Background: an optimization exercise with open tools, aiming at small area and a short achievable clock period. Do not read the settings as production practice. In this exercise RTL edits were held to simulation tests only and were not proved equivalent to the original. No activity file was given, so power comes from the tool's default toggle rates.

[config.mk]
export PLATFORM = sky130hd
export DESIGN_NAME = executeUnit
export DESIGN_NICKNAME = executeUnit
export VERILOG_FILES = /design/flow/design.v
export SDC_FILE = /design/flow/constraint.sdc
export NUM_CORES = 4
export LEC_CHECK = 0
export ABC_AREA = 1
export CAP_MARGIN = 20
export CORE_MARGIN = 2
export CORE_UTILIZATION = 55
export PLACE_DENSITY = 0.65
export SETUP_SLACK_MARGIN = 2.5
export SLEW_MARGIN = 20
[constraint.sdc]
create_clock -name core_clock -period 7.5 [get_ports {clk_i}]
set_input_delay 1.5000 -clock core_clock [delete_from_list [all_inputs] [get_ports {clk_i}]]
set_output_delay 1.5000 -clock core_clock [all_outputs]
set_load 0.01 [all_outputs]
[design.v]
`timescale 1ns/1ps
package exPkg;
    localparam int xlen = 64;
    localparam int addrW = 32;
    localparam int regAddrW = 5;
    localparam int pidW = 2;
    localparam int shamtW = 6;
    localparam int opW = 7;
    localparam int f3W = 3;
    localparam int f7W = 7;
    localparam int sizeW = 4;
    localparam logic [opW-1:0] opOpImm = 7'b0010011;
    localparam logic [opW-1:0] opOp = 7'b0110011;
    localparam logic [opW-1:0] opOpImm32 = 7'b0011011;
    localparam logic [opW-1:0] opOp32 = 7'b0111011;
    localparam logic [opW-1:0] opLui = 7'b0110111;
    localparam logic [opW-1:0] opAuipc = 7'b0010111;
    localparam logic [opW-1:0] opJal = 7'b1101111;
    localparam logic [opW-1:0] opJalr = 7'b1100111;
    localparam logic [opW-1:0] opBranch = 7'b1100011;
    localparam logic [opW-1:0] opLoad = 7'b0000011;
    localparam logic [opW-1:0] opStore = 7'b0100011;
    localparam logic [f7W-1:0] f7Base = 7'b0000000;
    localparam logic [f7W-1:0] f7Alt = 7'b0100000;
    localparam logic [f3W-1:0] f3Sb = 3'b000;
    localparam logic [f3W-1:0] f3Sh = 3'b001;
    localparam logic [f3W-1:0] f3Sw = 3'b010;
    localparam logic [f3W-1:0] f3Sd = 3'b011;
    localparam logic [f3W-1:0] f3Beq = 3'b000;
    localparam logic [f3W-1:0] f3Bne = 3'b001;
    localparam logic [f3W-1:0] f3Blt = 3'b100;
    localparam logic [f3W-1:0] f3Bge = 3'b101;
    localparam logic [f3W-1:0] f3Bltu = 3'b110;
    localparam logic [f3W-1:0] f3Bgeu = 3'b111;
    typedef logic [sizeW-1:0] sizeCodeT;
    typedef struct packed {
        logic                valid;
        logic                rdWriteEnable;
        logic [regAddrW-1:0] rdAddr;
        logic [xlen-1:0]     rdData;
        logic [pidW-1:0]     pId;
    } wbPayloadT;
    typedef struct packed {
        logic [addrW-1:0] readAddr;
        logic [addrW-1:0] writeAddr;
        logic [xlen-1:0]  writeData;
        sizeCodeT         writeMask;
        logic [f3W-1:0]   funct3;
    } memPayloadT;
    typedef struct packed {
        logic             jumpFlag;
        logic [addrW-1:0] jumpAddr;
    } jumpPayloadT;
endpackage
`timescale 1ns/1ps
module exAdd #(
    parameter int w = 64,
    parameter int kind = 1
) (
    input  logic [w-1:0] a_i,
    input  logic [w-1:0] b_i,
    input  logic         c_i,
    output logic [w-1:0] s_o,
    output logic         c_o,
    output logic [w-1:0] p_o,
    output logic [w-1:0] g_o
);
    localparam int lg = (w > 32) ? 6 : (w > 16) ? 5 : (w > 8) ? 4 : 3;
    localparam int nl = (kind == 2) ? 2 * lg - 1 : lg;
    logic [w*(nl+1)-1:0] gl;
    logic [w*(nl+1)-1:0] pl;
    assign p_o = a_i ^ b_i;
    assign g_o = a_i & b_i;
    assign gl[w-1:0] = {g_o[w-1:1], g_o[0] | (p_o[0] & c_i)};
    assign pl[w-1:0] = p_o;
    genvar l, i;
    generate
        for (l = 1; l <= nl; l++) begin : lev
            for (i = 0; i < w; i++) begin : bit_
                localparam int j = (kind == 0) ? i - (1 << (l - 1))
                                 : (kind == 1) ? (((i >> (l - 1)) & 1) ? ((i >> (l - 1)) << (l - 1)) - 1 : -1)
                                 : (l <= lg) ? (((i + 1) % (1 << l) == 0) ? i - (1 << (l - 1)) : -1)
                                 : (((i + 1) % (1 << (2 * lg - l)) == (1 << (2 * lg - l - 1)) && i >= (1 << (2 * lg - l)))
                                      ? i - (1 << (2 * lg - l - 1)) : -1);
                if (j >= 0) begin : op
                    assign gl[l*w+i] = gl[(l-1)*w+i] | (pl[(l-1)*w+i] & gl[(l-1)*w+j]);
                    assign pl[l*w+i] = pl[(l-1)*w+i] & pl[(l-1)*w+j];
                end else begin : pass
                    assign gl[l*w+i] = gl[(l-1)*w+i];
                    assign pl[l*w+i] = pl[(l-1)*w+i];
                end
            end
        end
    endgenerate
    assign s_o = p_o ^ {gl[nl*w+w-2:nl*w], c_i};
    assign c_o = gl[nl*w+w-1];
endmodule
`timescale 1ns/1ps
`timescale 1ns/1ps
`timescale 1ns/1ps
module exShift (
    input  logic [63:0] a_i,
    input  logic [5:0]  amt_i,
    input  logic        left_i,
    input  logic        word_i,
    input  logic        arith_i,
    output logic [63:0] r_o
);
    logic [63:0] shIn, shOut;
    logic        fill;
    assign fill = arith_i & ~left_i & (word_i ? a_i[31] : a_i[63]);
    always_comb begin
        for (int i = 0; i < 64; i++) begin
            if (left_i) shIn[i] = a_i[63 - i];
            else if (word_i && i >= 32) shIn[i] = fill;
            else shIn[i] = a_i[i];
        end
    end
    always_comb begin
        logic [63:0] x;
        x = shIn;
        for (int k = 5; k >= 0; k--) begin
            if (amt_i[k]) begin
                for (int i = 0; i < 64; i++) x[i] = (i + (1 << k) < 64) ? x[i + (1 << k)] : fill;
            end
        end
        shOut = x;
    end
    assign r_o = shOut;
endmodule
`timescale 1ns/1ps
module executeUnit (
    input  logic                        clk_i,
    input  logic                        rstN_i,
    input  logic                        rdWriteEnable_i,
    input  logic [exPkg::regAddrW-1:0]  rdAddr_i,
    input  logic [exPkg::addrW-1:0]     instAddr_i,
    input  logic [exPkg::xlen-1:0]      rs1ReadData_i,
    input  logic [exPkg::xlen-1:0]      rs2ReadData_i,
    input  logic [exPkg::xlen-1:0]      imm_i,
    input  logic [exPkg::opW-1:0]       opCode_i,
    input  logic [exPkg::f3W-1:0]       funct3_i,
    input  logic [exPkg::f7W-1:0]       funct7_i,
    input  logic [exPkg::shamtW-1:0]    shamt_i,
    input  logic                        valid_i,
    input  logic                        ready_i,
    input  logic [exPkg::pidW-1:0]      way0PId_i,
    output logic                        rdWriteEnable_o,
    output logic [exPkg::regAddrW-1:0]  rdAddr_o,
    output logic [exPkg::xlen-1:0]      rdData_o,
    output logic                        valid_o,
    output logic                        ready_o,
    output logic [exPkg::pidW-1:0]      way0PId_o,
    output logic [exPkg::f3W-1:0]       funct3_o,
    output logic [exPkg::addrW-1:0]     readAddr_o,
    output logic [exPkg::addrW-1:0]     writeAddr_o,
    output logic [exPkg::xlen-1:0]      writeData_o,
    output logic [exPkg::sizeW-1:0]     writeMask_o,
    output logic                        jumpFlag_o,
    output logic [exPkg::addrW-1:0]     jumpAddr_o
);
    localparam int ADDK = 2;
    localparam int TGTK = 2;
    logic [63:0] a;
    logic [63:0] b;
    logic [31:0] pc;
    logic [2:0]  f3;
    assign a = rs1ReadData_i;
    assign b = rs2ReadData_i;
    assign pc = instAddr_i;
    assign f3 = funct3_i;
    logic isOp, isOp32, isOpImm, isOpImm32, isLui, isAuipc, isJal, isJalr;
    logic isBranch, isLoad, isStore;
    logic isReg, isWord, isAlu, isAlu64;
    logic f3Sh, kBase, kAlt;
    assign isOp      = opCode_i == exPkg::opOp;
    assign isOp32    = opCode_i == exPkg::opOp32;
    assign isOpImm   = opCode_i == exPkg::opOpImm;
    assign isOpImm32 = opCode_i == exPkg::opOpImm32;
    assign isLui     = opCode_i == exPkg::opLui;
    assign isAuipc   = opCode_i == exPkg::opAuipc;
    assign isJal     = opCode_i == exPkg::opJal;
    assign isJalr    = opCode_i == exPkg::opJalr;
    assign isBranch  = opCode_i == exPkg::opBranch;
    assign isLoad    = opCode_i == exPkg::opLoad;
    assign isStore   = opCode_i == exPkg::opStore;
    assign isReg   = isOp | isOp32;
    assign isWord  = isOp32 | isOpImm32;
    assign isAlu64 = isOp | isOpImm;
    assign isAlu   = isAlu64 | isWord;
    assign f3Sh    = (f3 == 3'b001) || (f3 == 3'b101);
    always_comb begin
        kBase = 1'b1;
        kAlt = 1'b0;
        if (isReg || (isWord && f3Sh)) begin
            kBase = funct7_i == exPkg::f7Base;
            kAlt = funct7_i == exPkg::f7Alt;
        end else if (f3Sh) begin
            kBase = funct7_i[6:1] == exPkg::f7Base[6:1];
            kAlt = funct7_i[6:1] == exPkg::f7Alt[6:1];
        end
    end
    logic [6:0] op;
    logic       fAlu, fReg, fWord, fRs2, fRs1, fPc, fImm, fUp, fFour;
    assign op    = opCode_i;
    assign fAlu  = op[4] & ~op[2];                   
    assign fReg  = op[5];                            
    assign fWord = op[4] & op[3] & ~op[2];           
    assign fRs2  = ~op[2] & op[5] & (op[4] | op[6]);  
    assign fRs1  = ~op[2] | (op[6] & ~op[3]);        
    assign fPc   = op[2] & (op[3] | ~op[5]);         
    assign fUp   = op[2] & op[4];                    
    assign fFour = op[2] & op[3] & ~op[4];           
    assign fImm  = (~op[2] & ~fRs2) | (op[2] & ~op[4] & ~op[3]);  
    logic        sub;
    logic [63:0] opA, opB, opBx;
    logic [63:0] sum, pV, gV;
    logic        cout, ltu, lt;
    assign sub = ~op[2] & (op[6] | (op[4] & ~f3[2] & (f3[1] | (~f3[0] & op[5] & funct7_i[5]))));
    assign opA = ({64{fRs1}} & a) | ({64{fPc}} & {32'b0, pc});
    logic [63:0] upImm;
    assign upImm = {op[5] ? {32{imm_i[19]}} : imm_i[51:20], imm_i[19:0], 12'b0};
    assign opB = ({64{fRs2}} & b) | ({64{fImm}} & imm_i) | ({64{fUp}} & upImm)
               | {61'b0, fFour, 2'b0};
    assign opBx = opB ^ {64{sub}};
    exAdd #(.w(64), .kind(ADDK)) u_add (
        .a_i(opA), .b_i(opBx), .c_i(sub), .s_o(sum), .c_o(cout), .p_o(pV), .g_o(gV)
    );
    assign ltu  = ~cout;
    assign lt   = (a[63] ^ opB[63]) ? a[63] : ltu;
    logic [63:0] xorV, orV, andV;
    logic        eq;
    assign xorV = pV;
    assign orV  = pV | gV;
    assign andV = gV;
    assign eq   = &pV;
    logic [31:0] tgtB;
    logic [32:0] tgt;
    assign tgtB = isJalr ? 32'd4 : imm_i[31:0];
    logic [31:0] tgtP, tgtG;
    exAdd #(.w(32), .kind(TGTK)) u_tgt (
        .a_i(pc), .b_i(tgtB), .c_i(1'b0), .s_o(tgt[31:0]), .c_o(tgt[32]), .p_o(tgtP), .g_o(tgtG)
    );
    logic [5:0]  shAmt;
    logic [63:0] shRes;
    assign shAmt = fReg ? {b[5] & ~op[3], b[4:0]} : {shamt_i[5] & ~op[3], shamt_i[4:0]};
    exShift u_shift (
        .a_i(a), .amt_i(shAmt), .left_i(~f3[2]), .word_i(op[3]), .arith_i(funct7_i[5]), .r_o(shRes)
    );
    logic [63:0] shRev;
    always_comb begin
        for (int i = 0; i < 64; i++) shRev[i] = shRes[63 - i];
    end
    logic selAdd, selSl, selSr, selSlt, selSltu, selXor, selOr, selAnd;
    logic [63:0] res;
    logic [31:0] resLo;
    assign selAdd  = (isAlu & (f3 == 3'b000) & (kBase | (isReg & kAlt)))
                   | isAuipc | isJal | isLui;
    assign selSl   = isAlu & (f3 == 3'b001) & kBase;
    assign selSr   = isAlu & (f3 == 3'b101) & (kBase | kAlt);
    assign selSlt  = isAlu64 & (f3 == 3'b010) & kBase;
    assign selSltu = isAlu64 & (f3 == 3'b011) & kBase;
    assign selXor  = isAlu64 & (f3 == 3'b100) & kBase;
    assign selOr   = isAlu64 & (f3 == 3'b110) & kBase;
    assign selAnd  = isAlu64 & (f3 == 3'b111) & kBase;
    always_comb begin
        res = ({64{selAdd}} & sum)
            | ({64{selSr}} & shRes)
            | ({64{selSl}} & shRev)
            | ({64{selXor}} & xorV)
            | ({64{selOr}} & orV)
            | ({64{selAnd}} & andV)
            | ({64{isJalr}} & {31'b0, tgt})
            | ({64{isStore}} & b);
        res[0] = res[0] | (selSlt & lt) | (selSltu & ltu);
        if (fWord) res[63:32] = {32{res[31]}};
    end
    logic taken;
    always_comb begin
        case (f3)
            3'b000: taken = eq;
            3'b001: taken = ~eq;
            3'b100: taken = lt;
            3'b101: taken = ~lt;
            3'b110: taken = ltu;
            3'b111: taken = ~ltu;
            default: taken = 1'b0;
        endcase
    end
    logic [31:0] addrD;
    assign addrD = (isJal | isBranch) ? tgt[31:0] : {sum[31:1], sum[0] & ~isJalr};
    logic [63:0] dataQn;
    logic [31:0] addrQn;
    logic [2:0]  f3Qn;
    logic        rdQn, ldQn, stQn, jmpQn, jfQ, validQ, weQ;
    logic [4:0]  raQ;
    logic [1:0]  pidQ;
    always_ff @(posedge clk_i) begin
        if (ready_i) begin
            dataQn <= ~res;
            addrQn <= ~addrD;
            f3Qn <= ~f3;
        end
    end
    always_ff @(posedge clk_i) begin
        if (!rstN_i) begin
            rdQn <= 1'b1;
            ldQn <= 1'b1;
            stQn <= 1'b1;
            jmpQn <= 1'b1;
            jfQ <= 1'b0;
            validQ <= 1'b0;
            weQ <= 1'b0;
            raQ <= '0;
            pidQ <= '0;
        end else if (ready_i) begin
            rdQn <= isStore;
            ldQn <= ~isLoad;
            stQn <= ~isStore;
            jmpQn <= ~(isJal | isJalr | isBranch);
            jfQ <= valid_i & (isJal | isJalr | (isBranch & taken));
            validQ <= valid_i;
            weQ <= rdWriteEnable_i;
            raQ <= rdAddr_i;
            pidQ <= way0PId_i;
        end
    end
    assign ready_o = ready_i;
    assign valid_o = validQ;
    assign rdWriteEnable_o = weQ;
    assign rdAddr_o = raQ;
    assign way0PId_o = pidQ;
    assign rdData_o = ~(dataQn | {64{rdQn}});
    assign writeData_o = ~(dataQn | {64{stQn}});
    assign readAddr_o = ~(addrQn | {32{ldQn}});
    assign writeAddr_o = ~(addrQn | {32{stQn}});
    assign jumpAddr_o = ~(addrQn | {32{jmpQn}});
    assign funct3_o = ~(f3Qn | {3{ldQn}});
    assign writeMask_o = {4{~stQn}} & {f3Qn == 3'b100, f3Qn == 3'b101, f3Qn == 3'b110, f3Qn == 3'b111};
    assign jumpFlag_o = jfQ;
endmodule
[flow/run.sh]
#!/bin/bash
# The standard layout (standard.sh), with two changes:
#  - the port buffers use the smallest buffer (sky130_fd_sc_hd__buf_1)
#    instead of the default delay buffer; every port still gets one;
#  - the full and half adder cells are left out of synthesis's cell choice,
#    so ABC maps the adders itself (faster carry paths).
# Registers are untouched. standard.sh's output goes to standard.log; each
# ORFS step keeps its own log under orfs/logs.
set -euo pipefail
DU="$(grep -A60 '^export DONT_USE_CELLS' "$FLOW_HOME/platforms/sky130hd/config.mk" | sed '/^#/,$d' | grep -o 'sky130_fd_sc_hd__[a-z0-9_]*' | tr '\n' ' ')"
DU="$DU sky130_fd_sc_hd__fa_1 sky130_fd_sc_hd__fa_2 sky130_fd_sc_hd__fa_4 sky130_fd_sc_hd__ha_1 sky130_fd_sc_hd__ha_2 sky130_fd_sc_hd__ha_4"
echo "DONT_USE_CELLS=$DU" > run_settings.log
bash standard.sh "BUFFER_PORTS_ARGS=-buffer_cell sky130_fd_sc_hd__buf_1" "DONT_USE_CELLS=$DU" finish > standard.log 2>&1
[standard.sh]
#!/bin/bash
# synth_recipe.tcl (not shown) runs the flow's synth.tcl, then flattens the netlist and writes it again
# the make line also repeats each setting of config.mk as NAME=value (left out here)
make -C /OpenROAD-flow-scripts/flow DESIGN_CONFIG=/design/flow/config.mk WORK_HOME=/design/flow/orfs CLKGATE_MAP_FILE= SYNTH_SCRIPT=/design/flow/synth_recipe.tcl "${@:-finish}"
==> run notes, run 1 <==
io pins=501; Slew Viols, Final=0; Synth Area in Simple Gates=between 30 and 40%; buffers added on ports=500; cell count after placement=around 4,600; largest net degree at the start of global routing=111; Post-synth EDFFs=between 90 and 100; Syn Area/Cell=roughly 5.5 sq um; number of cells on the worst hold path=2; fraction of registers with async set/reset=0%; synthesized area=0.02054 sq mm; ANT nets after route=0; WHS=about 460 ps; CP max FO=17; Worst-path clk slew=around 60 ps; final core area utilization=65.41%; warnings from Yosys=2; width of the die=197.2 um; grt ovf=0; die area=0.03890 sq mm; RePlAce Congestion=1.128; HPWL Detailed=just over 80 mm; largest family of logic cells by synthesized area=simple AND/OR/NAND/NOR gates; reg2reg start=jmpQn$_SDFFE_PN1P_; Final Setup Violations=0; Layout Skew=0 ps; CTS tree=done; Hold Vio Cnt, Final=0; Avg WL per Cell=between 20 and 25 um; hold path startpoint=validQ$_SDFFE_PN0P_; first-pass GRT wire length=152.6 mm; fillers=3,719; core area=0.03670 sq mm; sw frac=51.02%; Root Buffer=clkbuf_16; Fin Setup TNS=0 ps; GRT Total Usage=roughly 53%; Max Root-Sink Buffers=2; post-route minimum period=4972 ps; status=no timing/DRC/antenna violations; mux contribution to synthesized area=2.924%; drt drc=0; worst path arrival time=5180 ps; sequential power share=23.4%; Worst-Margin Slew=1209 ps; Pleak=11.12 nW; Layout area overhead=16.87%; Cell Pwr Density=roughly 150 mW/mm^2; vias after detailed routing=around 30,000; Mapped Nets=4,020; Skew-Pair Late Insertion Delay=460 ps; min-delay worst type=reg2reg; RSZ-0062 raised after global routing=yes; Worst Hold Endpoint=validQ$_SDFFE_PN0P_; CTS Buf Count=17; nets@finish=4,410; Initial Util=55.97%; H-tree depth=4; Worst R2R End=jmpQn$_SDFFE_PN1P_; Synth Area in Compound Gates=~26%; Comb pwr share=55.1%; internal power=1.791 mW; max cap viols=0; Reg2Reg Setup Slack=6460 ps; post-route insts no fill=around 4,600; Synth cell types=66; DRT Wirelength=about 110 mm; initial antenna violation count=10; Crit Path Class=in2reg; fraction of layout instances using a drive strength above 1=7.733%; vias in the first global route=roughly 24,000; crit end category=register; Setup crit start=opCode_i[3]; Crit path required time=7710 ps; Post-Synth Adder-Cell Area=0%; Placed Area=0.02244 sq mm; FF-to-FF path depth=2; CTS sink count=around 110; Hold-fix buffers, CTS=0; worst relative slew slack=19.28%; Top FF cell, synth=edfxtp_1; # rows=70; Vias/cell=6.423; Die Y=197.2 um; design area=around 0.024 sq mm; xor/xnor share of the synthesized area=2.717%; Clk pwr share=between 20 and 25%; drt pass-1 iters=14; Achievable Freq=201.1 MHz; Tcrit/Tclk final=66.29%; startpoint types=input port; switching power=1.866 mW; post-synthesis cell count=3,761; sequential fraction of the synthesis area=15.84%; First DRT Iteration DRCs=approximately 5,300; Yosys reg bits=113; maximum VDD drop=roughly 0.1 mV
[layout make-up]
cell class	count	area [sq um]	share of cell area, %
multi-input combinational	2993	14990	62.44
tap	468	585.6	2.440
timing repair buffer	596	2938	12.24
timing repair inverter	1	8.758	0.03649
inverter	429	1687	7.027
clock inverter	11	63.81	0.2658
clock buffer	21	450.4	1.877
antenna	9	22.52	0.09383
sequential	113	3259	13.58
[cell usage after synthesis (all sizes together), types with 2 or more instances]
cell | number | share of area (%)
nand2 | 1142 | 21
o21ai | 505 | 12
nor2 | 504 | 9.4
inv | 419 | 7.7
nand3 | 192 | 4.9
clkbuf | 136 | 2.5
a21oi | 126 | 3.2
edfxtp | 99 | 14
buf | 91 | 2.9
o22ai | 88 | 2.7
mux2i | 60 | 2.9
xor2 | 46 | 2.1
nor3 | 40 | 1.0
o211ai | 38 | 1.4
or2 | 34 | 1.0
a221oi | 29 | 1.2
o221ai | 27 | 1.2
a31oi | 21 | 0.64
nand3b | 18 | 0.68
nor4 | 18 | 0.55
o2111ai | 18 | 0.77
dfxtp | 14 | 1.4
a2111oi | 13 | 0.55
nand4 | 13 | 0.50
xnor2 | 13 | 0.55
a211oi | 11 | 0.40
clkinv | 9 | 0.16
o21bai | 9 | 0.38
o21a | 6 | 0.22
and2 | 4 | 0.12
a21boi | 3 | 0.11
a21o | 2 | 0.073
o211a | 2 | 0.097
o31ai | 2 | 0.073
[critical path, stage by stage]
cell and delay, ps:
buf_2 260, o21ai_1 170, nor2_1 130, o21ai_2 130
nand2_4 190, inv_2 50, buf_4 200, o22ai_1 400
a21oi_1 110, o21ai_0 100, nand2_1 110, o21ai_0 350
mux2i_1 200, nand2_1 90, o21ai_0 130, o21ai_0 510
nand2_1 170, nand4_1 270, nand2_1 90
[how the worst max path moves through the flow]
stage / slack (ps) / to / cells past startpoint
floorplan: 3180 / dataQn[59]$_DFFE_PP_ / 28
global placement: 1580 / dataQn[46]$_DFFE_PP_ / 28
detailed placement: 1420 / dataQn[52]$_DFFE_PP_ / 30
CTS: 2510 / dataQn[18]$_DFFE_PP_ / 20
global route: 2410 / dataQn[39]$_DFFE_PP_ / 29
finish: 2530 / dataQn[54]$_DFFE_PP_ / 19
[routing by layer]
| metal | part of all wire, % | up-vias | GRT usage, % |
|---|---|---|---|
| met4 | 10 | 14 | 39.35 |
| li1 | - | 13240 | - |
| met3 | 17 | 763 | 19.07 |
| met2 | 38 | 2871 | 74.17 |
| met1 | 34 | 12920 | 65.50 |
| met5 | 0.18 | - | 2.043 |
[registers in the layout, indices dropped and copies added (netlist names)]
register	cells
jmpQn	1
dataQn	64
f3Qn	3
pidQ	2
raQ	5
rdQn	1
weQ	1
ldQn	1
addrQn	32
validQ	1
stQn	1
jfQ	1
[logic make-up after synthesis]
kind of cell / Yosys count
flops: 113
buf+inv: 656
compound gates: 904
mux: 60
xor+xnor: 60
simple gates: 1968
[repair_timing]
item | 4_1_cts | 5_1_grt
setup buffers | 5 | 25
setup endpoints to repair | 70 | 71
gates resized for setup | 31 | 139
pin swaps | 1 | 16
gates cloned | 1 | 11
[cell usage in the layout (no fill, tap or decap), drive strengths merged, types with 14 or more instances in the layout]
master   count
o221ai      27
a21oi      127
nor4        18
a31oi       21
mux2i       60
clkinv      16
inv        421
dfxtp       14
nand3      192
o2111ai     18
nand2     1142
edfxtp      99
o211ai      38
o21ai      505
nor2       504
a221oi      29
nand3b      18
clkbuf      34
buf        583
or2         34
xor2        46
nor3        40
o22ai       88
[power by group through the flow]
stage | combinational (mW) | sequential (mW) | clock (mW)
2_1_floorplan | 1.22 | 0.834 | 0
3_3_place_gp | 1.79 | 0.866 | 0
3_5_place_dp | 1.79 | 0.868 | 0
4_1_cts | 1.82 | 0.856 | 0.760
5_1_grt | 2.13 | 0.864 | 0.786
6_report | 2.01 | 0.856 | 0.786
[through the flow]
stage / power [mW] / setup WS, ps
6_report: 3.657 / 2528
5_1_grt: 3.782 / 2412
4_1_cts: 3.431 / 2506
3_5_place_dp: 2.661 / 1421
3_3_place_gp: 2.654 / 1580
2_1_floorplan: 2.056 / 3183
==> run 2, diff against run 1 <==
--- a/design.v
+++ b/design.v
@@ -273,7 +273,6 @@
             | ({64{isJalr}} & {31'b0, tgt})
             | ({64{isStore}} & b);
         res[0] = res[0] | (selSlt & lt) | (selSltu & ltu);
-        if (fWord) res[63:32] = {32{res[31]}};
     end
     logic taken;
     always_comb begin
@@ -292,12 +291,14 @@
     logic [63:0] dataQn;
     logic [31:0] addrQn;
     logic [2:0]  f3Qn;
+    logic        wordQ;
     logic        rdQn, ldQn, stQn, jmpQn, jfQ, validQ, weQ;
     logic [4:0]  raQ;
     logic [1:0]  pidQ;
     always_ff @(posedge clk_i) begin
         if (ready_i) begin
             dataQn <= ~res;
+            wordQ <= fWord;
             addrQn <= ~addrD;
             f3Qn <= ~f3;
         end
@@ -330,7 +331,8 @@
     assign rdWriteEnable_o = weQ;
     assign rdAddr_o = raQ;
     assign way0PId_o = pidQ;
-    assign rdData_o = ~(dataQn | {64{rdQn}});
+    assign rdData_o[31:0] = ~(dataQn[31:0] | {32{rdQn}});
+    assign rdData_o[63:32] = ~((wordQ ? {32{dataQn[31]}} : dataQn[63:32]) | {32{rdQn}});
     assign writeData_o = ~(dataQn | {64{stQn}});
     assign readAddr_o = ~(addrQn | {32{ldQn}});
     assign writeAddr_o = ~(addrQn | {32{stQn}});
--- a/flow/run.sh
+++ b/flow/run.sh
@@ -10,4 +10,4 @@
 DU="$(grep -A60 '^export DONT_USE_CELLS' "$FLOW_HOME/platforms/sky130hd/config.mk" | sed '/^#/,$d' | grep -o 'sky130_fd_sc_hd__[a-z0-9_]*' | tr '\n' ' ')"
 DU="$DU sky130_fd_sc_hd__fa_1 sky130_fd_sc_hd__fa_2 sky130_fd_sc_hd__fa_4 sky130_fd_sc_hd__ha_1 sky130_fd_sc_hd__ha_2 sky130_fd_sc_hd__ha_4"
 echo "DONT_USE_CELLS=$DU" > run_settings.log
-bash standard.sh "BUFFER_PORTS_ARGS=-buffer_cell sky130_fd_sc_hd__buf_1" "DONT_USE_CELLS=$DU" finish > standard.log 2>&1
+bash standard.sh "MAX_REPAIR_ANTENNAS_ITER_DRT=10" "BUFFER_PORTS_ARGS=-buffer_cell sky130_fd_sc_hd__buf_1" "DONT_USE_CELLS=$DU" finish > standard.log 2>&1
--- a/config.mk
+++ b/config.mk
@@ -8,7 +8,6 @@
 export ABC_AREA = 1
 export CAP_MARGIN = 20
 export CORE_MARGIN = 2
-export CORE_UTILIZATION = 55
-export PLACE_DENSITY = 0.65
+export CORE_UTILIZATION = 40
 export SETUP_SLACK_MARGIN = 2.5
 export SLEW_MARGIN = 20
==> run 2 against run 1 <==
  * Still clean on timing, DRC and antenna
  * First-iteration DRC count fell by 18%
  * Clock skew did not move
  * Area after synthesis is 1.2% lower
  * Core utilization decreased by 18 points
  * Cell count is 4.6% higher
  * Largest power group unchanged
  * Wire length increased by 5.0%
  * Synthesized cell count grew 0.66%
  * Fmax down 2.1%
  * Sequential share of layout area grew 0.15 points
  * Total power rose by 2.6%
==> run notes, run 2 <==
Cell Pwr Density=156.6 mW/mm^2 (was 152.4 mW/mm^2); core area=0.05017 sq mm (was 0.03670 sq mm); cell count after placement=4,801 (was 4,558); Final Setup Violations=0 (unchanged); first-pass GRT wire length=163.4 mm (was 152.6 mm); GR Layer Usage met1=55.59% (was 65.50%); commonest non-fill, non-tap cell in the layout=nand2_1 (unchanged); buffers added on ports=500 (unchanged); design area=0.02395 sq mm (was 0.02400 sq mm); CTS sink count=114 (was 113); Hold Vio Cnt, Final=0 (unchanged); global routing's busiest layer=met2 (unchanged); worst-path cell with the longest stage delay=o2111ai_1 (was o21ai_0); Synth cell types=59 (was 66); First DRT Iteration DRCs=4,345 (was 5,293); final core area utilization=47.74% (was 65.41%); fraction of layout instances using a drive strength above 1=6.078% (was 7.733%); fraction of registers with async set/reset=0% (unchanged); status=no timing/DRC/antenna violations (unchanged); max cap viols=0 (unchanged); Tcrit/Tclk final=67.72% (was 66.29%); Hold-fix buffers, CTS=0 (unchanged); synth top area cells=nand2_1, edfxtp_1, o21ai_0, nor2_1, inv_1 (unchanged); grt ovf=0 (unchanged); CTS tree=done (unchanged); final worst slack=2421 ps (was 2528 ps); Crit Path Class=in2reg (unchanged); DRT Wirelength=116.1 mm (was 110.6 mm); CTS Buf Count=17 (unchanged); Syn Area/Cell=5.362 sq um (was 5.461 sq um); RePlAce Congestion=1.101 (was 1.128); Die Y=229.3 um (was 197.2 um); Achievable Freq=196.9 MHz (was 201.1 MHz); Yosys reg bits=114 (was 113); post-synthesis cell count=3,786 (was 3,761); crit-path cells=buf_6 > clkinvlp_4 > buf_4 > nor2_1 > nor3_2 > buf_6 > clkinvlp_4 > buf_12 > o211ai_1 > o21ai_0 > o21ai_0 > o21ai_0 > nand2_1 > o21ai_0 > nand2_1 > o21ai_0 > nand2_1 > o21ai_0 > buf_4 > o2111ai_1 > inv_1 (was buf_2 > o21ai_1 > nor2_1 > o21ai_2 > nand2_4 > inv_2 > buf_4 > o22ai_1 > a21oi_1 > o21ai_0 > nand2_1 > o21ai_0 > mux2i_1 > nand2_1 > o21ai_0 > o21ai_0 > nand2_1 > nand4_1 > nand2_1); Skew-Pair Late Insertion Delay=450 ps (was 460 ps); Worst-Margin Slew=1164 ps (was 1209 ps); Crit path largest cell delay=500 ps (was 510 ps); worst path arrival time=5270 ps (was 5180 ps); Power Total=3.751 mW (was 3.657 mW); nets@finish=4,425 (was 4,410); Slew Viols, Final=0 (unchanged); maximum VDD drop=0.1782 mV (was 0.1008 mV); vias after detailed routing=28,710 (was 29,810); H-tree depth=4 (unchanged); GRT Total Usage=41.91% (was 52.72%); Layout Skew=0 ps (unchanged); Avg WL per Cell=23.91 um (was 23.82 um); Max Root-Sink Buffers=2 (unchanged); Top FF cell, synth=edfxtp_1 (unchanged); global-route track usage on met3=11.32% (was 19.07%); RSZ-0062 raised after global routing=yes (unchanged); drt pass-1 iters=8 (was 14); worst relative slew slack=22.34% (was 19.28%); Post-synth top cells=nand2_1, o21ai_0, nor2_1 (was nand2_1, nor2_1, o21ai_0); # rows=82 (was 70); WP buf/inv=8 (was 3); kind of cell adding the most delay to the critical path=compound AO/OA/AOI/OAI gates (unchanged); post-synth top area cell=nand2_1 (unchanged); initial antenna violation count=10 (unchanged); die area=0.05257 sq mm (was 0.03890 sq mm); HPWL Detailed=91.35 mm (was 82.01 mm); Synth top area share=20.54% (was 20.40%); warnings from Yosys=2 (unchanged); Fin Setup TNS=0 ps (unchanged); most frequent cells in the layout=nand2_1, buf_1, inv_1 (was nand2_1, buf_1, nor2_1); Root Buffer=clkbuf_16 (unchanged); Vias/cell=5.915 (was 6.423); Mapped Nets=4,045 (was 4,020); Crit path required time=7690 ps (was 7710 ps); Initial Util=40.47% (was 55.97%); Layout area overhead=17.96% (was 16.87%); Placed Area=0.02269 sq mm (was 0.02244 sq mm); largest net degree at the start of global routing=84 (was 111); width of the die=229.3 um (was 197.2 um); post-route insts no fill=4,854 (was 4,641); Post-synth EDFFs=100 (was 99); startpoint types=input port (unchanged); WHS=466.4 ps (was 462.6 ps); sequential fraction of the synthesis area=16.17% (was 15.84%); DP Worst Slack=1448 ps (was 1421 ps); min-delay worst type=reg2reg (unchanged); largest registers=dataQn (64), addrQn (32), raQ (5) (unchanged); Worst-path clk slew=60 ps (about the same); ANT nets after route=0 (unchanged); synthesized area=0.02030 sq mm (was 0.02054 sq mm); most frequent cell on the critical path=o21ai_0; largest register by flop count=dataQn (unchanged); Pleak=11.08 nW (was 11.12 nW); CP max FO=24 (was 17); vias in the first global route=24,830 (was 24,350); M2 GR Usage=60.77% (was 74.17%); post-route minimum period=5079 ps (was 4972 ps); drt drc=0 (unchanged); io pins=501 (unchanged); most common cell in the netlist=nand2_1 (unchanged); Largest register FFs=64 (unchanged); crit end category=register (unchanged)
-- run 2: changes by cell type in the layout (fill, tap and decap cells not counted), sizes merged, moves of 8 or more --
cell and delta:
inv +40, mux2i -13, nand2 -19, a2111oi -12
a21oi +46, nor2 -49, nand3 +20, a31oi -8
-- run 2: where the power goes --
group          switching [mW]  total, mW  internal [mW]
clock network           0.323      0.925          0.602
logic                    1.41       1.97          0.558
registers              0.0705      0.859          0.788
-- run 2: worst paths after layout --
kind / start / cells after the start / to / slack [ps]
setup / recovery: opCode_i[5] / 21 / dataQn[60]$_DFFE_PP_ / 2420
setup reg to reg: rdQn$_SDFFE_PN1P_ / 3 / rdQn$_SDFFE_PN1P_ / 6560
hold / removal: jfQ$_SDFFE_PN0P_ / 2 / jfQ$_SDFFE_PN0P_ / 470
hold reg to reg: jfQ$_SDFFE_PN0P_ / 2 / jfQ$_SDFFE_PN0P_ / 470
-- run 2: kinds of logic after synthesis --
family,count (synthesis),synth area share (%)
flops,114,16.17
xor+xnor,63,2.718
compound gates,948,26.69
buf+inv,703,13.83
simple gates,1911,38.27
mux,47,2.317
-- run 2: cell type report --
type,instances,area [sq um]
fillers,5667,26220
multi-input cells,2970,14600
flip-flops and latches,114,3287
repair buffers,594,2761
inverters,469,1805
well taps,672,840.8
clock buffers,21,460.4
clock inverters,11,182.7
diodes,3,7.507
-- run 2: routing by layer --
metal / wire length, um / part of all wire [%]
met1: 45050 / 39
met2: 46890 / 40
met3: 15840 / 14
met4: 8266 / 7.1
met5: 28 / 0.024
-- run 2: timing repair --
| action | CTS | global route |
|---|---|---|
| hold endpoints to repair | 0 | 0 |
| pin swaps | 0 | 7 |
| buffers inserted | 2 | 14 |
| gates cloned | 0 | 2 |
| endpoints found under the setup margin | 75 | 74 |
| gates resized for setup | 26 | 119 |
-- run 2: tightest hold or removal path, cell delays in order, from the launching register on --
cell,delay [ps]
dfxtp_1,310
nand2_1,60
a21oi_1,50
==> run 3, diff against run 2 <==
--- a/design.v
+++ b/design.v
@@ -66,7 +66,7 @@
     output logic [w-1:0] g_o
 );
     localparam int lg = (w > 32) ? 6 : (w > 16) ? 5 : (w > 8) ? 4 : 3;
-    localparam int nl = (kind == 2) ? 2 * lg - 1 : lg;
+    localparam int nl = (kind == 2) ? 2 * lg - 1 : (kind == 3) ? lg + 1 : lg;
     logic [w*(nl+1)-1:0] gl;
     logic [w*(nl+1)-1:0] pl;
     assign p_o = a_i ^ b_i;
@@ -77,7 +77,10 @@
     generate
         for (l = 1; l <= nl; l++) begin : lev
             for (i = 0; i < w; i++) begin : bit_
-                localparam int j = (kind == 0) ? i - (1 << (l - 1))
+                localparam int j = (kind == 3) ? ((l == 1) ? ((i % 2 == 1) ? i - 1 : -1)
+                                                : (l == lg + 1) ? ((i % 2 == 0 && i >= 2) ? i - 1 : -1)
+                                                : ((i % 2 == 1) ? i - (1 << (l - 1)) : -1))
+                                 : (kind == 0) ? i - (1 << (l - 1))
                                  : (kind == 1) ? (((i >> (l - 1)) & 1) ? ((i >> (l - 1)) << (l - 1)) - 1 : -1)
                                  : (l <= lg) ? (((i + 1) % (1 << l) == 0) ? i - (1 << (l - 1)) : -1)
                                  : (((i + 1) % (1 << (2 * lg - l)) == (1 << (2 * lg - l - 1)) && i >= (1 << (2 * lg - l)))
@@ -253,7 +256,6 @@
     end
     logic selAdd, selSl, selSr, selSlt, selSltu, selXor, selOr, selAnd;
     logic [63:0] res;
-    logic [31:0] resLo;
     assign selAdd  = (isAlu & (f3 == 3'b000) & (kBase | (isReg & kAlt)))
                    | isAuipc | isJal | isLui;
     assign selSl   = isAlu & (f3 == 3'b001) & kBase;
@@ -274,31 +276,23 @@
             | ({64{isStore}} & b);
         res[0] = res[0] | (selSlt & lt) | (selSltu & ltu);
     end
-    logic taken;
-    always_comb begin
-        case (f3)
-            3'b000: taken = eq;
-            3'b001: taken = ~eq;
-            3'b100: taken = lt;
-            3'b101: taken = ~lt;
-            3'b110: taken = ltu;
-            3'b111: taken = ~ltu;
-            default: taken = 1'b0;
-        endcase
-    end
     logic [31:0] addrD;
     assign addrD = (isJal | isBranch) ? tgt[31:0] : {sum[31:1], sum[0] & ~isJalr};
     logic [63:0] dataQn;
     logic [31:0] addrQn;
     logic [2:0]  f3Qn;
     logic        wordQ;
-    logic        rdQn, ldQn, stQn, jmpQn, jfQ, validQ, weQ;
+    logic        rdQn, ldQn, stQn, jmpQn, jmpTQ, brQ, validQ, weQ;
+    logic        eqQ, ltQ, ltuQ, takenQ;
     logic [4:0]  raQ;
     logic [1:0]  pidQ;
     always_ff @(posedge clk_i) begin
         if (ready_i) begin
             dataQn <= ~res;
             wordQ <= fWord;
+            eqQ <= eq;
+            ltQ <= lt;
+            ltuQ <= ltu;
             addrQn <= ~addrD;
             f3Qn <= ~f3;
         end
@@ -309,7 +303,8 @@
             ldQn <= 1'b1;
             stQn <= 1'b1;
             jmpQn <= 1'b1;
-            jfQ <= 1'b0;
+            jmpTQ <= 1'b0;
+            brQ <= 1'b0;
             validQ <= 1'b0;
             weQ <= 1'b0;
             raQ <= '0;
@@ -319,7 +314,8 @@
             ldQn <= ~isLoad;
             stQn <= ~isStore;
             jmpQn <= ~(isJal | isJalr | isBranch);
-            jfQ <= valid_i & (isJal | isJalr | (isBranch & taken));
+            jmpTQ <= valid_i & (isJal | isJalr);
+            brQ <= valid_i & isBranch;
             validQ <= valid_i;
             weQ <= rdWriteEnable_i;
             raQ <= rdAddr_i;
@@ -339,5 +335,16 @@
     assign jumpAddr_o = ~(addrQn | {32{jmpQn}});
     assign funct3_o = ~(f3Qn | {3{ldQn}});
     assign writeMask_o = {4{~stQn}} & {f3Qn == 3'b100, f3Qn == 3'b101, f3Qn == 3'b110, f3Qn == 3'b111};
-    assign jumpFlag_o = jfQ;
+    always_comb begin
+        case (~f3Qn)
+            3'b000: takenQ = eqQ;
+            3'b001: takenQ = ~eqQ;
+            3'b100: takenQ = ltQ;
+            3'b101: takenQ = ~ltQ;
+            3'b110: takenQ = ltuQ;
+            3'b111: takenQ = ~ltuQ;
+            default: takenQ = 1'b0;
+        endcase
+    end
+    assign jumpFlag_o = jmpTQ | (brQ & takenQ);
 endmodule
--- a/flow/run.sh
+++ b/flow/run.sh
@@ -1,9 +1,10 @@
 #!/bin/bash
-# The standard layout (standard.sh), with two changes:
+# The standard layout (standard.sh), with these changes:
 #  - the port buffers use the smallest buffer (sky130_fd_sc_hd__buf_1)
 #    instead of the default delay buffer; every port still gets one;
 #  - the full and half adder cells are left out of synthesis's cell choice,
-#    so ABC maps the adders itself (faster carry paths).
+#    so ABC maps the adders from plain gates (faster carry paths);
+#  - up to 10 antenna repair rounds after detailed routing.
 # Registers are untouched. standard.sh's output goes to standard.log; each
 # ORFS step keeps its own log under orfs/logs.
 set -euo pipefail
--- a/config.mk
+++ b/config.mk
@@ -9,5 +9,5 @@
 export CAP_MARGIN = 20
 export CORE_MARGIN = 2
 export CORE_UTILIZATION = 40
-export SETUP_SLACK_MARGIN = 2.5
+export SETUP_SLACK_MARGIN = 2.75
 export SLEW_MARGIN = 20
==> run 3 against run 2 <==
  * Worst hold slack is essentially flat
  * Clock skew is the same
  * Sequential share of layout area shrank 0.30 points
  * Total power grew 8.6%
  * Clock-buffer cell count shrank 3
  * Area after synthesis grew 0.18%
  * Fmax grew 5.0%
  * Flip-flop and latch count grew 4
  * Critical endpoint is now dataQn[58]$_DFFE_PP_
  * Highest routed layer unchanged
==> run notes, run 3 <==
status=no timing/DRC/antenna violations (unchanged); Fin Setup TNS=0 ps (unchanged); CP max FO=5 (was 24); Final Setup Violations=0 (unchanged); first-pass GRT wire length=177.7 mm (was 163.4 mm); FF-to-FF path depth=3 (unchanged); Post-synth top cells=nand2_1, nor2_1, o21ai_0 (was nand2_1, o21ai_0, nor2_1); CTS sink count=118 (was 114); Hold Vio Cnt, Final=0 (unchanged); Mapped Nets=3,942 (was 4,045); vias in the first global route=25,020 (was 24,830); Post-synth EDFFs=103 (was 100); synth top area cells=nand2_1, edfxtp_1, o21ai_0, nor2_1, inv_1 (unchanged); startpoint types=input port (unchanged); Worst R2R End=rdQn$_SDFFE_PN1P_ (unchanged); Skew-Pair Late Insertion Delay=430 ps (was 450 ps); Reg2Reg Setup Slack=6430 ps (was 6560 ps); Syn Area/Cell=5.522 sq um (was 5.362 sq um); core area=0.05017 sq mm (unchanged); DRT Wirelength=131.9 mm (was 116.1 mm); Synth top area share=19.54% (was 20.54%); die area=0.05267 sq mm (was 0.05257 sq mm); crit-path cells=buf_1 > o21ai_0 > nor2_2 > buf_4 > nor2_4 > o22ai_1 > o21ai_0 > nand2_1 > nand2_1 > o21ai_1 > or2_2 > nand2_1 > nand2_1 > o21ai_0 > o21ai_0 > nand2_1 > o2111ai_1 > inv_1 (was buf_6 > clkinvlp_4 > buf_4 > nor2_1 > nor3_2 > buf_6 > clkinvlp_4 > buf_12 > o211ai_1 > o21ai_0 > o21ai_0 > o21ai_0 > nand2_1 > o21ai_0 > nand2_1 > o21ai_0 > nand2_1 > o21ai_0 > buf_4 > o2111ai_1 > inv_1); Crit Path Class=in2reg (unchanged); Achievable Freq=206.7 MHz (was 196.9 MHz); Pleak=11.39 nW (was 11.08 nW); cell count after placement=4,706 (was 4,801); maximum VDD drop=0.1814 mV (was 0.1782 mV); Root Buffer=clkbuf_16 (unchanged); Crit path required time=7690 ps (about the same); Tcrit/Tclk final=64.51% (was 67.72%); Vias/cell=6.083 (was 5.915); Worst-Margin Slew=1043 ps (was 1164 ps); synthesized area=0.02034 sq mm (was 0.02030 sq mm); Synth cell types=68 (was 59); Setup crit start=rs1ReadData_i[31] (was opCode_i[5]); drt pass-1 iters=10 (was 8); RSZ-0062 raised after global routing=yes (unchanged); Initial Util=40.54% (was 40.47%); max cap viols=0 (unchanged); # rows=82 (unchanged); final core area utilization=50.45% (was 47.74%); most frequent cells in the layout=nand2_1, buf_1, nor2_1 (was nand2_1, buf_1, inv_1); CTS tree=done (unchanged); Largest register FFs=64 (unchanged); warnings from Yosys=2 (unchanged); HPWL Detailed=102.7 mm (was 91.35 mm); Worst-path clk slew=60 ps (about the same); most frequent cell on the critical path=nand2_1 (was o21ai_0); sequential fraction of the synthesis area=16.68% (was 16.17%); most common cell in the netlist=nand2_1 (unchanged); initial antenna violation count=9 (was 10); largest net degree at the start of global routing=74 (was 84); Yosys reg bits=118 (was 114); grt ovf=0 (unchanged); RePlAce Congestion=1.164 (was 1.101); commonest non-fill, non-tap cell in the layout=nand2_1 (unchanged); Crit path largest cell delay=500 ps (about the same); fraction of registers with async set/reset=0% (unchanged); largest registers=dataQn (64), addrQn (32), raQ (5) (unchanged); Max Root-Sink Buffers=2 (unchanged); Slew Viols, Final=0 (unchanged); post-route minimum period=4838 ps (was 5079 ps); worst relative slew slack=30.50% (was 22.34%); Cell Pwr Density=160.9 mW/mm^2 (was 156.6 mW/mm^2); GRT Total Usage=46.66% (was 41.91%); reg2reg start=rdQn$_SDFFE_PN1P_ (unchanged); post-synth top area cell=nand2_1 (unchanged); Layout area overhead=24.44% (was 17.96%); post-synthesis cell count=3,683 (was 3,786); io pins=501 (unchanged); buffers added on ports=500 (unchanged); Top FF cell, synth=edfxtp_1 (unchanged); worst path arrival time=5020 ps (was 5270 ps); crit end category=register (unchanged); First DRT Iteration DRCs=4,841 (was 4,345); width of the die=229.5 um (was 229.3 um); drt drc=0 (unchanged); Avg WL per Cell=27.38 um (was 23.91 um); nets@finish=4,384 (was 4,425); worst-path cell with the longest stage delay=o21ai_1 (was o2111ai_1); vias after detailed routing=29,310 (was 28,710); fraction of layout instances using a drive strength above 1=11.72% (was 6.078%); H-tree depth=4 (unchanged); CTS Buf Count=17 (unchanged); post-route insts no fill=4,818 (was 4,854); ANT nets after route=0 (unchanged); Die Y=229.5 um (was 229.3 um); min-delay worst type=reg2reg (unchanged); Critical Path Sink=dataQn[58]$_DFFE_PP_ (was dataQn[60]$_DFFE_PP_); Layout Skew=0 ps (unchanged); largest register by flop count=dataQn (unchanged)
-- run 3: logic make-up after synthesis --
| group | count (synthesis) | synth area share [%] |
|---|---|---|
| XOR/XNOR | 72 | 3.168 |
| AND/OR/NAND/NOR | 1844 | 37.38 |
| flip-flops | 118 | 16.68 |
| AO/OA/AOI/OAI | 960 | 27.76 |
| buffers and inverters | 652 | 13.18 |
| multiplexers | 37 | 1.821 |
-- run 3: routing by layer --
metal	part of all wire (%)	GRT usage (%)	vias up
li1	-	-	13220
met1	37	60.16	13290
met2	39	64.78	2358
met3	16	16.66	441
met4	8.2	31.15	4
met5	0.025	0	-
-- run 3: worst min-delay path by stage --
| stage | from | endpoint | slack [ps] | cells past startpoint |
|---|---|---|---|---|
| 6_report | brQ$_SDFFE_PN0P_ | brQ$_SDFFE_PN0P_ | 470 | 2 |
| 5_1_grt | brQ$_SDFFE_PN0P_ | brQ$_SDFFE_PN0P_ | 490 | 2 |
| 4_1_cts | brQ$_SDFFE_PN0P_ | brQ$_SDFFE_PN0P_ | 470 | 2 |
| 3_5_place_dp | brQ$_SDFFE_PN0P_ | brQ$_SDFFE_PN0P_ | 460 | 2 |
| 3_3_place_gp | validQ$_SDFFE_PN0P_ | validQ$_SDFFE_PN0P_ | 450 | 2 |
| 2_1_floorplan | brQ$_SDFFE_PN0P_ | brQ$_SDFFE_PN0P_ | 450 | 2 |
-- run 3: area by class of cell --
type | instances | area, sq um
multi-input combinational | 2917 | 15290
sequential | 118 | 3397
fill | 5536 | 24860
timing repair buffer | 648 | 3452
clock buffer | 18 | 439.2
clock inverter | 14 | 188.9
tap | 672 | 840.8
inverter | 422 | 1673
timing repair inverter | 1 | 8.758
antenna | 8 | 20.02
-- run 3: critical path, delay by kind of cell --
| kind | cells | cell delay [ps] |
|---|---|---|
| AO/OA/AOI/OAI | 7 | 2080 |
| AND/OR/NAND/NOR | 8 | 890 |
| buffers and inverters | 3 | 530 |
-- run 3: power breakdown --
part | switching [mW] | internal, mW
Clock | 0.357 | 0.541
Sequential | 0.0904 | 0.817
Combinational | 1.61 | 0.653
-- run 3: repair_timing --
action / CTS / global route
hold endpoints to repair: 0 / 0
hold buffers: 0 / 0
gates resized for setup: 116 / 272
setup buffers: 21 / 36
setup endpoints to repair: 86 / 72
cloned: 5 / 10
pin swaps: 11 / 47
-- run 3: metrics by stage --
| stage | cell area [sq um] | hold WS, ps | setup slack [ps] | total power, mW |
|---|---|---|---|---|
| 4_1_cts | 23990 | 466.6 | 2733 | 3.809 |
| 6_report | 25310 | 466.3 | 2662 | 4.073 |
| 3_5_place_dp | 22720 | 455.7 | 1274 | 2.854 |
| 3_3_place_gp | 22720 | 453.7 | 1218 | 2.865 |
| 5_1_grt | 25300 | 485.6 | 2645 | 4.230 |
| 2_1_floorplan | 20340 | 445.2 | 3264 | 2.087 |
==> run 4, diff against run 3 <==
--- a/design.v
+++ b/design.v
@@ -254,6 +254,8 @@
     always_comb begin
         for (int i = 0; i < 64; i++) shRev[i] = shRes[63 - i];
     end
+    logic [63:0] dataQn;
+    logic [31:0] addrQn;
     logic selAdd, selSl, selSr, selSlt, selSltu, selXor, selOr, selAnd;
     logic [63:0] res;
     assign selAdd  = (isAlu & (f3 == 3'b000) & (kBase | (isReg & kAlt)))
@@ -265,21 +267,27 @@
     assign selXor  = isAlu64 & (f3 == 3'b100) & kBase;
     assign selOr   = isAlu64 & (f3 == 3'b110) & kBase;
     assign selAnd  = isAlu64 & (f3 == 3'b111) & kBase;
+    logic rdy, hold;
+    assign rdy = ready_i;
+    assign hold = ~ready_i;
     always_comb begin
-        res = ({64{selAdd}} & sum)
-            | ({64{selSr}} & shRes)
-            | ({64{selSl}} & shRev)
-            | ({64{selXor}} & xorV)
-            | ({64{selOr}} & orV)
-            | ({64{selAnd}} & andV)
-            | ({64{isJalr}} & {31'b0, tgt})
-            | ({64{isStore}} & b);
-        res[0] = res[0] | (selSlt & lt) | (selSltu & ltu);
+        res = ({64{selAdd & rdy}} & sum)
+            | ({64{selSr & rdy}} & shRes)
+            | ({64{selSl & rdy}} & shRev)
+            | ({64{selXor & rdy}} & xorV)
+            | ({64{selOr & rdy}} & orV)
+            | ({64{selAnd & rdy}} & andV)
+            | ({64{isJalr & rdy}} & {31'b0, tgt})
+            | ({64{isStore & rdy}} & b)
+            | ({64{hold}} & ~dataQn);
+        res[0] = res[0] | (selSlt & rdy & lt) | (selSltu & rdy & ltu);
     end
     logic [31:0] addrD;
-    assign addrD = (isJal | isBranch) ? tgt[31:0] : {sum[31:1], sum[0] & ~isJalr};
-    logic [63:0] dataQn;
-    logic [31:0] addrQn;
+    logic        selTgt, selEa;
+    assign selTgt = (isJal | isBranch) & rdy;
+    assign selEa = ~(isJal | isBranch) & rdy;
+    assign addrD = ({32{selTgt}} & tgt[31:0]) | ({32{selEa}} & {sum[31:1], sum[0] & ~isJalr})
+                 | ({32{hold}} & ~addrQn);
     logic [2:0]  f3Qn;
     logic        wordQ;
     logic        rdQn, ldQn, stQn, jmpQn, jmpTQ, brQ, validQ, weQ;
@@ -287,13 +295,15 @@
     logic [4:0]  raQ;
     logic [1:0]  pidQ;
     always_ff @(posedge clk_i) begin
+        dataQn <= ~res;
+        addrQn <= ~addrD;
+    end
+    always_ff @(posedge clk_i) begin
         if (ready_i) begin
-            dataQn <= ~res;
             wordQ <= fWord;
             eqQ <= eq;
             ltQ <= lt;
             ltuQ <= ltu;
-            addrQn <= ~addrD;
             f3Qn <= ~f3;
         end
     end
==> run 4 against run 3 <==
  * Fmax up 1.5%
  * Register-to-register slack worse by 860 ps
  * Global-route usage shrank 0.80 points
  * Total power shrank 9.0%
  * Synthesized cell count increased by 3.4%
  * Critical path type unchanged
==> run notes, run 4 <==
WHS=461.4 ps (was 466.3 ps); vias after detailed routing=29,670 (was 29,310); max cap viols=0 (unchanged); HPWL Detailed=96.83 mm (was 102.7 mm); Worst-Margin Slew=906.9 ps (was 1043 ps); post-route minimum period=4764 ps (was 4838 ps); worst-path cell with the longest stage delay=o211ai_1 (was o21ai_1); Pleak=10.88 nW (was 11.39 nW); drt drc=0 (unchanged); synth top area cells=nand2_1, o21ai_0, dfxtp_1, nor2_1, inv_1 (was nand2_1, edfxtp_1, o21ai_0, nor2_1, inv_1); Setup crit start=funct3_i[2] (was rs1ReadData_i[31]); kind of cell adding the most delay to the critical path=compound AO/OA/AOI/OAI gates (unchanged); width of the die=228.5 um (was 229.5 um); Crit Path Class=in2reg (unchanged); io pins=501 (unchanged); buffers added on ports=500 (unchanged); status=no timing/DRC/antenna violations (unchanged); CTS Buf Count=17 (unchanged); fraction of registers with async set/reset=0% (unchanged); Post-synth EDFFs=7 (was 103); final core area utilization=47.64% (was 50.45%); largest registers=dataQn (64), addrQn (32), raQ (5) (unchanged); Power Total=3.705 mW (was 4.073 mW); reg2reg start=dataQn[54]$_DFF_P_ (was rdQn$_SDFFE_PN1P_); Achievable Freq=209.9 MHz (was 206.7 MHz); WP buf/inv=3 (unchanged); Crit path required time=7860 ps (was 7690 ps); Synth cell types=69 (was 68); min-delay worst type=reg2reg (unchanged); Top FF cell, synth=dfxtp_1 (was edfxtp_1); Worst-path clk slew=60 ps (about the same); worst relative slew slack=39.11% (was 30.50%); fillers=5,678 (was 5,536); startpoint types=input port (unchanged); grt ovf=0 (unchanged); die area=0.05223 sq mm (was 0.05267 sq mm); synthesized area=0.02017 sq mm (was 0.02034 sq mm); maximum VDD drop=0.1433 mV (was 0.1814 mV); post-synth top area cell=nand2_1 (unchanged); Slew Viols, Final=0 (unchanged); Post-synth top cells=nand2_1, nor2_1, o21ai_0 (unchanged); Initial Util=40.36% (was 40.54%); largest register by flop count=dataQn (unchanged); RSZ-0062 raised after global routing=yes (unchanged); Cell Pwr Density=155.7 mW/mm^2 (was 160.9 mW/mm^2); Yosys reg bits=118 (unchanged); Hold-fix buffers, CTS=0 (unchanged); Mapped Nets=4,068 (was 3,942); Skew-Pair Late Insertion Delay=500 ps (was 430 ps); Hold Vio Cnt, Final=0 (unchanged); register area=0.002437 sq mm (was 0.003397 sq mm); Largest register FFs=64 (unchanged); CP max FO=26 (was 5); Fin Setup TNS=0 ps (unchanged); Crit path largest cell delay=460 ps (was 500 ps); crit end category=register (unchanged); largest net degree at the start of global routing=103 (was 74); drt pass-1 iters=7 (was 10); post-synthesis cell count=3,809 (was 3,683); worst path arrival time=5130 ps (was 5020 ps); First DRT Iteration DRCs=4,137 (was 4,841); most common cell in the netlist=nand2_1 (unchanged); Syn Area/Cell=5.295 sq um (was 5.522 sq um); initial antenna violation count=8 (was 9); core area=0.04997 sq mm (was 0.05017 sq mm); Die Y=228.5 um (was 229.5 um); first-pass GRT wire length=176.6 mm (was 177.7 mm); H-tree depth=4 (unchanged); Final Setup Violations=0 (unchanged); commonest non-fill, non-tap cell in the layout=nand2_1 (unchanged); warnings from Yosys=2 (unchanged); sequential fraction of the synthesis area=12.06% (was 16.68%); crit-path cells=clkbuf_4 > o21ai_0 > nor2_1 > o21ai_1 > nand2_1 > buf_4 > o21ai_0 > inv_1 > nand2_1 > o21ai_1 > nand2_1 > o21ai_0 > nand2_1 > nand3_1 > o21ai_0 > nand2_1 > o21ai_0 > o211ai_1 > a211oi_1 (was buf_1 > o21ai_0 > nor2_2 > buf_4 > nor2_4 > o22ai_1 > o21ai_0 > nand2_1 > nand2_1 > o21ai_1 > or2_2 > nand2_1 > nand2_1 > o21ai_0 > o21ai_0 > nand2_1 > o2111ai_1 > inv_1); CTS tree=done (unchanged); multi-input combinational cell area=0.01525 sq mm (was 0.01529 sq mm); GRT Total Usage=45.86% (was 46.66%); # rows=82 (unchanged); Vias/cell=6.072 (was 6.083); Max Root-Sink Buffers=2 (unchanged); RePlAce Congestion=1.119 (was 1.164); Root Buffer=clkbuf_16 (unchanged); Tcrit/Tclk final=63.52% (was 64.51%); ANT nets after route=0 (unchanged); CTS sink count=118 (unchanged); DRT Wirelength=126.8 mm (was 131.9 mm); most frequent cells in the layout=nand2_1, nor2_1, buf_1 (was nand2_1, buf_1, nor2_1); Synth top area share=18.30% (was 19.54%); Layout area overhead=18.02% (was 24.44%); hold path startpoint=validQ$_SDFFE_PN0P_ (was brQ$_SDFFE_PN0P_); Avg WL per Cell=25.94 um (was 27.38 um); nets@finish=4,454 (was 4,384); fraction of layout instances using a drive strength above 1=7.367% (was 11.72%); vias in the first global route=25,780 (was 25,020); Layout Skew=0 ps (unchanged)
==> run 4: changes by cell type after synthesis, sizes merged, moves of 13 or more <==
cell / delta
dfxtp: +96
edfxtp: -96
nor2: +75
nand2: -74
inv: +31
o21ai: +27
a221oi: -25
a211oi: +22
a2111oi: +20
o211ai: -20
a21oi: +13
==> run 4: worst reg2reg max path: cells and delay by family, from the launching register on <==
family,cells,cell delay [ps]
flip-flops,1,420
AO/OA/AOI/OAI,5,1380
buffers and inverters,1,60
==> run 4: final cells by class <==
| type | count | area share, % |
|---|---|---|
| Clock inverter | 12 | 0.5940 |
| Inverter | 455 | 7.370 |
| Antenna cell | 6 | 0.06308 |
| Clock buffer | 20 | 2.008 |
| Multi-Input combinational cell | 3003 | 64.08 |
| Tap cell | 672 | 3.533 |
| Timing Repair Buffer | 600 | 12.12 |
| Sequential cell | 118 | 10.24 |
==> run 4: worst paths after layout <==
check             depth (start not counted)                  end  slack, ps
hold reg to reg                           2  validQ$_SDFFE_PN0P_        460
setup / recovery                         19   dataQn[22]$_DFF_P_       2740
setup reg to reg                          6   dataQn[54]$_DFF_P_       5570
hold / removal                            2  validQ$_SDFFE_PN0P_        460
==> run 4: cell families (layout without fill, tap and decap cells) <==
| kind of cell | after synthesis | after routing | synth area share, % |
|---|---|---|---|
| xor+xnor | 72 | 72 | 3.195 |
| compound gates | 1015 | 1017 | 29.67 |
| buf+inv | 693 | 1087 | 14.20 |
| mux | 47 | 47 | 2.333 |
| other cells | 0 | 6 | 0 |
| flops | 118 | 118 | 12.06 |
| simple gates | 1864 | 1867 | 38.54 |
==> run 4: what timing repair did <==
| item | 4_1_cts | 5_1_grt |
|---|---|---|
| resized for setup | 46 | 101 |
| setup buffers | 11 | 10 |
| pin swaps | 5 | 8 |
| cloned | 3 | 6 |
| endpoints found under the setup margin | 79 | 76 |
==> run 4: per-stage QoR <==
step                std cells  setup WS (ps)  area [sq um]
floorplan                3809           3359         20170
global placement         4817          42.19         22430
detailed placement       4818           1436         22440
CTS                      4864           2767         23330
global route             4880           2699         23790
finish                   4886           2736         23800
==> run 4: where the power goes <==
group          leakage [nW]  switching, mW  internal, mW  total [mW]
Combinational          9.60           1.41         0.563        1.98
Clock                 0.300          0.396         0.529       0.925
Sequential            0.982         0.0954         0.708       0.804
Total                  10.9           1.90          1.80        3.71
==> run 4: layer usage <==
layer	track usage, %	up-vias	part of all wire, %
met5	0	-	0.037
met1	55.50	13420	37
li1	-	13450	-
met2	69.04	2226	41
met3	12.75	566	13
met4	34.56	8	9.3

## static timing again, ports no longer ideal
No port has a modelled driver above. Below, the same layouts with a new extraction and two added sets of constraints. Step 1, drivers: a clkbuf_16 drives clk_i and a buf_2 each remaining input, both assumed. Step 2, shift: input delay + t, output delay - t, t = (earliest + latest rising clock arrival at the registers) / 2. This alone moves slack from input paths to output paths. a / b / c = ideal / step 1 / step 2; a / b = the first two.
run | shift t [ns] | setup WS [ns] | hold slack, ns | worst setup path at the end | slew at the worst register clock pin (ns)
run 1 | 0.518 | 2.528 / 2.561 / 2.044 | 0.463 / 0.463 / 0.463 | input to register | 0.08 / 0.08
run 2 | 0.520 | 2.421 / 2.452 / 1.932 | 0.466 / 0.466 / 0.466 | input to register | 0.06 / 0.06
run 3 | 0.492 | 2.662 / 2.637 / 2.145 | 0.466 / 0.466 / 0.466 | input to register | 0.07 / 0.07
run 4 | 0.572 | 2.736 / 2.777 / 2.205 | 0.461 / 0.461 / 0.461 | input to register | 0.07 / 0.07
After both steps every run listed still meets setup and hold. For run 4, which loses most, drivers alone change the setup slack by +0.041 ns; drivers and shift together by -0.531 ns.
